This design comes from an exercise in tuning for small area on the open sky130 flow, not from production work. RTL that was checked went through simulation tests only; none was proved equivalent to the original. Power is estimated from default activity; no workload was simulated.

==> module clk_divider_top, before the edit <==
module clk_divider_top (
    input  wire logic                 int_osc,
    input  wire logic                 rst,
    input  wire clk_div_pkg::master_t master_period_i,
    input  wire clk_div_pkg::duty_t   duty_cycle_i,
    output logic [4-1:0]     wave_o
);
    logic [6:0] t_q;
    logic       t_end;
    logic       t_mul;
    logic       t_div;
    assign t_end = (t_q == 7'd92);
    assign t_mul = (t_q[6:3] == 4'd1);
    assign t_div = (t_q[6:4] == 3'd1) && !(t_q[3] && (t_q[2] || t_q[1]));
    always_ff @(posedge int_osc or posedge rst) begin
        if (rst) begin
            t_q <= '0;
        end else begin
            t_q <= t_end ? 7'd0 : t_q + 7'd1;
        end
    end
    logic [9:0]  ms_q;
    logic [17:0] pr_q;
    logic [10:0] mul_sum;
    logic [8:0]  rem_sh;
    logic [8:0]  rem_inc;
    logic [9:0]  mul_b;
    logic [10:0] mc;
    assign mul_b = pr_q[0] ? ms_q : 10'd0;
    assign mc[0] = 1'b0;
    for (genvar i = 0; i < 10; i++) begin : g_mul
        assign mul_sum[i] = pr_q[8+i] ^ mul_b[i] ^ mc[i];
        assign mc[i+1]    = (pr_q[8+i] & mul_b[i]) | (mc[i] & (pr_q[8+i] ^ mul_b[i]));
    end
    assign mul_sum[10] = mc[10];
    assign rem_sh  = {pr_q[17:10], pr_q[9]};
    logic       qbit;
    logic [8:0] rc;
    assign qbit  = rem_sh[8] || (rem_sh[7:0] == 8'hff);
    assign rc[0] = qbit;
    for (genvar i = 0; i < 8; i++) begin : g_rinc
        assign rem_inc[i] = rem_sh[i] ^ rc[i];
        assign rc[i+1]    = rc[i] & rem_sh[i];
    end
    assign rem_inc[8] = qbit;
    always_ff @(posedge int_osc) begin
        if (t_q == 7'd0) begin
            ms_q <= master_period_i;
            pr_q <= {10'd0, duty_cycle_i};
        end else if (t_mul) begin
            pr_q <= {mul_sum, pr_q[7:1]};
        end else if (t_div) begin
            pr_q <= {rem_inc[7:0], pr_q[8:0], qbit};
        end
    end
    logic [7:0] e_new;
    logic [2:0] z_new;
    assign e_new = pr_q[17:10];
    logic [7:1] g;
    assign g[1] = (e_new >= 8'd51);
    assign g[2] = (e_new >= 8'd85);
    assign g[3] = (e_new >= 8'd102);
    assign g[4] = e_new[7];
    assign g[5] = (e_new >= 8'd153);
    assign g[6] = (e_new >= 8'd170);
    assign g[7] = (e_new >= 8'd204);
    assign z_new = {g[4], (g[2] && !g[4]) || g[6],
                    (g[1] && !g[2]) || (g[3] && !g[4]) || (g[5] && !g[6]) || g[7]};
    logic       vld_q;
    logic       upd_q;
    logic [9:0] m_q;
    logic [9:0] h_q;
    logic [2:0] z_q;
    logic       d1_q;
    logic [1:0] d2_q;
    logic [2:0] d3_q;
    logic       diff;
    assign diff = !vld_q || (ms_q != m_q) || (pr_q[9:0] != h_q)
               || (z_new != z_q);
    assign d1_q = z_q[2];
    assign d2_q = {z_q[2] && z_q[1], (z_q >= 3'd2) && (z_q <= 3'd5)};
    assign d3_q = {z_q == 3'd7, z_q[2] ^ (z_q[1] && z_q[0]), z_q[1] ^ z_q[0]};
    always_ff @(posedge int_osc or posedge rst) begin
        if (rst) begin
            vld_q <= 1'b0;
            upd_q <= 1'b0;
        end else begin
            upd_q <= t_end && diff;
            if (t_end) begin
                vld_q <= 1'b1;
            end
        end
    end
    always_ff @(posedge int_osc) begin
        if (t_end) begin
            m_q  <= ms_q;
            h_q  <= pr_q[9:0];
            z_q  <= z_new;
        end
    end
    logic [9:0]  c_q;
    logic        j1_q;
    logic [1:0]  j2_q;
    logic [2:0]  j3_q;
    logic        r1_q;   
    logic [1:0]  r2_q;
    logic [2:0]  r3_q;
    logic [9:0]  h1_q;
    logic [9:0]  h2_q;
    logic [9:0]  h3_q;
    logic [9:0]  c_inc;
    logic        cwrap;
    logic        w0, w1, w2, w3;
    logic        e1, e2, e3;
    logic [9:0]  c_nxt;
    logic        r1_nxt;
    logic [1:0]  r2_nxt;
    logic [2:0]  r3_nxt;
    logic [9:0]  h1_nxt;
    logic [9:0]  h2_nxt;
    logic [9:0]  h3_nxt;
    logic [10:0] ci;
    assign ci[0] = 1'b1;
    for (genvar i = 0; i < 10; i++) begin : g_inc
        assign c_inc[i] = c_q[i] ^ ci[i];
        assign ci[i+1]  = ci[i] & c_q[i];
    end
    assign cwrap = (c_inc == m_q);
    assign w0 = upd_q || cwrap;
    assign w1 = upd_q || (cwrap && j1_q);
    assign w2 = upd_q || (cwrap && j2_q[1]);   
    assign w3 = upd_q || (cwrap && j3_q[2]);   
    assign r1_q = c_q[0] ^ (j1_q && m_q[0]);
    assign e1 = r1_q;
    assign e2 = r2_q[1];   
    assign e3 = r3_q[2];   
    assign c_nxt  = w0 ? 10'd0 : c_inc;
    assign r1_nxt = !(upd_q || e1);
    assign r2_nxt = (upd_q || e2) ? 2'd0 : r2_q + 2'd1;
    assign r3_nxt = (upd_q || e3) ? 3'd0 : r3_q + 3'd1;
    logic [10:0] b1, b2, b3;
    logic [9:0]  h1_dec, h2_dec, h3_dec;
    assign b1[0] = e1;
    assign b2[0] = e2;
    assign b3[0] = e3;
    for (genvar i = 0; i < 10; i++) begin : g_dec
        assign h1_dec[i] = h1_q[i] ^ b1[i];
        assign b1[i+1]   = b1[i] & ~h1_q[i];
        assign h2_dec[i] = h2_q[i] ^ b2[i];
        assign b2[i+1]   = b2[i] & ~h2_q[i];
        assign h3_dec[i] = h3_q[i] ^ b3[i];
        assign b3[i+1]   = b3[i] & ~h3_q[i];
    end
    assign h1_nxt = w1 ? h_q : h1_dec;
    assign h2_nxt = w2 ? h_q : h2_dec;
    assign h3_nxt = w3 ? h_q : h3_dec;
    always_ff @(posedge int_osc) begin
        c_q  <= c_nxt;
        r2_q <= r2_nxt;
        r3_q <= r3_nxt;
        h1_q <= h1_nxt;
        h2_q <= h2_nxt;
        h3_q <= h3_nxt;
        if (w1) begin
            j1_q <= 1'b0;
        end else if (cwrap) begin
            j1_q <= 1'b1;
        end
        if (w2) begin
            j2_q <= 2'd0;
        end else if (cwrap) begin
            j2_q <= j2_q + 2'd1;
        end
        if (w3) begin
            j3_q <= 3'd0;
        end else if (cwrap) begin
            j3_q <= j3_q + 3'd1;
        end
    end
    always_ff @(posedge int_osc or posedge rst) begin
        if (rst) begin
            wave_o <= '0;
        end else begin
            wave_o[0] <= vld_q && (w0 || wave_o[0]) && (c_nxt != h_q);
            wave_o[1] <= vld_q && (w1 || wave_o[1]) && !((h1_nxt == 10'd0) && (r1_nxt == d1_q));
            wave_o[2] <= vld_q && (w2 || wave_o[2]) && !((h2_nxt == 10'd0) && (r2_nxt == d2_q));
            wave_o[3] <= vld_q && (w3 || wave_o[3]) && !((h3_nxt == 10'd0) && (r3_nxt == d3_q));
        end
    end
endmodule
clock: 12.0 ns
lec_check: 0
cap_margin: 20
core_margin: 2
core_utilization: 70
slew_margin: 20
standard.sh (not shown) runs the stock make flow with config.mk's settings and CLKGATE_MAP_FILE= SYNTH_SCRIPT=/design/flow/synth_recipe.tcl, a recipe that flattens the netlist after the stock synthesis.
==> flow/flow/run.sh <==
#!/bin/bash
# Own layout flow: the standard layout (standard.sh) with three changes.
#  1. Synthesis is the standard flow's synthesis script (synth_recipe.tcl, the same
#     registers, flattening and renaming) with the adder extraction left out
#     and ABC run with the area-oriented script flow/area.abc.
#  2. Every port gets the smallest buffer, buf_1.
#  3. The clock tree uses clkbuf_4 and no dummy loads.
# Each step's full output goes to a log file of its own in this folder.
set -euo pipefail
here=$(pwd)
sed "s#log_cmd abc {\*}\$abc_args#log_cmd abc -script ${here}/flow/area.abc {*}[lrange \$abc_args 2 end]#" \
    "${FLOW_HOME}/scripts/synth.tcl" > synth_area.tcl
grep -q "flow/area.abc" synth_area.tcl
sed "s#source \$::env(SCRIPTS_DIR)/synth.tcl#source ${here}/synth_area.tcl#" \
    synth_recipe.tcl > synth_own.tcl
grep -q "synth_area.tcl" synth_own.tcl
bash standard.sh synth SYNTH_SCRIPT="${here}/synth_own.tcl" ADDER_MAP_FILE= > synth.log 2>&1
export BUFFER_PORTS_ARGS="-buffer_cell sky130_fd_sc_hd__buf_1"
export CTS_ARGS="-sink_clustering_enable -repair_clock_nets -dont_use_dummy_load -buf_list sky130_fd_sc_hd__clkbuf_4 -sink_clustering_size 16 -sink_clustering_max_diameter 60"
bash standard.sh finish > layout.log 2>&1
==> flow/flow/area.abc <==
strash
dc2
dch -f
amap
topo
dnsize -c
The first run ran to the end with no violations.
Rerun with:
--- a/flow/design.v
+++ b/flow/design.v
@@ -27,7 +27,9 @@
     logic       t_mul;
     logic       t_div;
-    assign t_end = (t_q == 7'd92);
-    assign t_mul = (t_q[6:3] == 4'd1);
-    assign t_div = (t_q[6:4] == 3'd1) && !(t_q[3] && (t_q[2] || t_q[1]));
+    logic       t_start;
+    assign t_start = (t_q == 7'd0);
+    assign t_end   = t_q[6] && t_q[4] && t_q[3] && t_q[2];   
+    assign t_mul   = (t_q >= 7'd74) && (t_q <= 7'd81);
+    assign t_div   = (t_q >= 7'd82) && (t_q <= 7'd91);
     always_ff @(posedge int_osc or posedge rst) begin
         if (rst) begin
@@ -62,11 +64,16 @@
     assign rem_inc[8] = qbit;
     always_ff @(posedge int_osc) begin
-        if (t_q == 7'd0) begin
+        if (t_start) begin
             ms_q <= master_period_i;
-            pr_q <= {10'd0, duty_cycle_i};
-        end else if (t_mul) begin
+        end
+        if (t_mul) begin
             pr_q <= {mul_sum, pr_q[7:1]};
         end else if (t_div) begin
             pr_q <= {rem_inc[7:0], pr_q[8:0], qbit};
+        end else begin
+            pr_q[17:8] <= 10'd0;
+            if (t_start) begin
+                pr_q[7:0] <= duty_cycle_i;
+            end
         end
     end
Effect: First-iteration DRC count rose by 11%. Sequential power is about the same. Hold slack gets better by 0.0034 ns. Power stays flat. Setup slack gets better by 0.27 ns. Die area fell by 2.1%. Clock-buffer cell count is unchanged. Critical path depth rose by 4. Routed wire length fell by 1.6%. Final cell count fell by 3.1%. Via count fell by 2.5%. Final area fell by 2.1%.

========
Setup of run E:
clk_divider_top, a different RTL version from the one above (not shown whole).
For scale: about 640 cells after synthesis, ~24 I/O pins.
Design clk_divider_top, start of the top module:
module clk_divider_top (
    input  wire logic                 int_osc,
    input  wire logic                 rst,
    input  wire clk_div_pkg::master_t master_period_i,
    input  wire clk_div_pkg::duty_t   duty_cycle_i,
    output logic [4-1:0]     wave_o
);
export LEC_CHECK = 0
export CAP_MARGIN = 20
export CORE_MARGIN = 2
export CORE_UTILIZATION = 70
export SLEW_MARGIN = 20
create_clock -name core_clock -period 12.0 [get_ports {int_osc}]
Scripts as last shown in full above: flow/flow/run.sh, flow/flow/area.abc
diff inputs: run E => run B
-- flow/design.v --
<<< run E, line 27
    logic       t_mul;
    logic       t_div;
    assign t_end = (t_q == 7'd92);
    assign t_mul = (t_q[6:3] == 4'd1);
    assign t_div = (t_q[6:4] == 3'd1) && !(t_q[3] && (t_q[2] || t_q[1]));
    always_ff @(posedge int_osc or posedge rst) begin
        if (rst) begin
>>> run B, line 27
    logic       t_mul;
    logic       t_div;
    logic       t_start;
    assign t_start = (t_q == 7'd0);
    assign t_end   = (t_q == 7'd92);
    assign t_mul   = (t_q >= 7'd74) && (t_q <= 7'd81);
    assign t_div   = (t_q >= 7'd82) && (t_q <= 7'd91);
    always_ff @(posedge int_osc or posedge rst) begin
        if (rst) begin
<<< run E, line 62
    assign rem_inc[8] = qbit;
    always_ff @(posedge int_osc) begin
        if (t_q == 7'd0) begin
            ms_q <= master_period_i;
            pr_q <= {10'd0, duty_cycle_i};
        end else if (t_mul) begin
            pr_q <= {mul_sum, pr_q[7:1]};
        end else if (t_div) begin
            pr_q <= {rem_inc[7:0], pr_q[8:0], qbit};
        end
    end
>>> run B, line 64
    assign rem_inc[8] = qbit;
    always_ff @(posedge int_osc) begin
        if (t_start) begin
            ms_q <= master_period_i;
        end
        if (t_mul) begin
            pr_q <= {mul_sum, pr_q[7:1]};
        end else if (t_div) begin
            pr_q <= {rem_inc[7:0], pr_q[8:0], qbit};
        end else begin
            pr_q[17:8] <= 10'd0;
            if (t_start) begin
                pr_q[7:0] <= duty_cycle_i;
            end
        end
    end
<<< run E, line 146
    assign w0 = upd_q || cwrap;
    assign w1 = upd_q || (cwrap && j1_q);
    assign w2 = upd_q || (cwrap && (j2_q == 2'd2));
    assign w3 = upd_q || (cwrap && (j3_q == 3'd4));
    assign r1_q = c_q[0] ^ (j1_q && m_q[0]);
    assign e1 = r1_q;
    assign e2 = (r2_q == 2'd2);
    assign e3 = (r3_q == 3'd4);
    assign c_nxt  = w0 ? 10'd0 : c_inc;
    assign r1_nxt = (w1 || e1) ? 1'b0 : 1'b1;
    assign r2_nxt = (w2 || e2) ? 2'd0 : r2_q + 2'd1;
    assign r3_nxt = (w3 || e3) ? 3'd0 : r3_q + 3'd1;
    logic [10:0] b1, b2, b3;
    logic [9:0]  h1_dec, h2_dec, h3_dec;
>>> run B, line 153
    assign w0 = upd_q || cwrap;
    assign w1 = upd_q || (cwrap && j1_q);
    assign w2 = upd_q || (cwrap && j2_q[1]);   
    assign w3 = upd_q || (cwrap && j3_q[2]);   
    assign r1_q = c_q[0] ^ (j1_q && m_q[0]);
    assign e1 = r1_q;
    assign e2 = r2_q[1];   
    assign e3 = r3_q[2];   
    assign c_nxt  = w0 ? 10'd0 : c_inc;
    assign r1_nxt = !(upd_q || e1);
    assign r2_nxt = (upd_q || e2) ? 2'd0 : r2_q + 2'd1;
    assign r3_nxt = (upd_q || e3) ? 3'd0 : r3_q + 3'd1;
    logic [10:0] b1, b2, b3;
    logic [9:0]  h1_dec, h2_dec, h3_dec;
<<< run E, line 199
            wave_o <= '0;
        end else begin
            wave_o[0] <= w0 ? (vld_q && (h_q != 10'd0))
                            : (wave_o[0] && (c_nxt != h_q));
            wave_o[1] <= w1 ? (vld_q && ((h_q != 10'd0) || d1_q))
                            : (wave_o[1] && !((h1_nxt == 10'd0) && (r1_nxt == d1_q)));
            wave_o[2] <= w2 ? (vld_q && ((h_q != 10'd0) || (d2_q != 2'd0)))
                            : (wave_o[2] && !((h2_nxt == 10'd0) && (r2_nxt == d2_q)));
            wave_o[3] <= w3 ? (vld_q && ((h_q != 10'd0) || (d3_q != 3'd0)))
                            : (wave_o[3] && !((h3_nxt == 10'd0) && (r3_nxt == d3_q)));
        end
    end
>>> run B, line 206
            wave_o <= '0;
        end else begin
            wave_o[0] <= vld_q && (w0 || wave_o[0]) && (c_nxt != h_q);
            wave_o[1] <= vld_q && (w1 || wave_o[1]) && !((h1_nxt == 10'd0) && (r1_nxt == d1_q));
            wave_o[2] <= vld_q && (w2 || wave_o[2]) && !((h2_nxt == 10'd0) && (r2_nxt == d2_q));
            wave_o[3] <= vld_q && (w3 || wave_o[3]) && !((h3_nxt == 10'd0) && (r3_nxt == d3_q));
        end
    end
- Run B has initial cell density of the core above what run E had.
- Between run B and run E, it is run B whose via count of the routed design is lower, by 289.
- Sequential power: run B vs run E, no meaningful difference
- Delta (run B minus run E): final area lost 190 µm²; combinational share of power picked up an extra 0.2 points; synthesized area lost 3.2%; number of instances in the synthesized netlist lost 21; die outline height lost 1.6%.
- Run B — all-layer global routing usage 0.33 points lower, run E as reference
- Run E and run B ended up with roughly the same post-synthesis to final-layout area growth.
No functional check of the RTL was part of run B.

## afterwards: timing with drivers on the ports
No port has a modelled driver above. Below, the same layouts with a new extraction and two added sets of constraints.
Step 1: set_driving_cell puts a clkbuf_16 on int_osc and a buf_2 on each other input, an assumption about the parent block.
Step 2 adds t to the input delays and takes it off the output delays; t is the mean of the earliest and latest rising clock arrival at the registers after step 1. Input paths then give back, and output paths get back, about the clock's delay inside the block.
Three values: no drivers, after step 1, after step 2; two values: the first two.
run | shift t [ns] | slack for setup (ns) | hold WS [ns]
the first run of note 1 | 0.522 | 6.564 / 6.564 / 6.564 | 0.433 / 0.433 / 0.433
the second run of note 1 | 0.518 | 6.838 / 6.838 / 6.838 | 0.437 / 0.437 / 0.437
run E | 0.542 | 6.763 / 6.763 / 6.763 | 0.462 / 0.462 / 0.462
run B | 0.533 | 7.070 / 7.070 / 7.070 | 0.433 / 0.433 / 0.433
After both steps setup and hold are still met in every run listed.
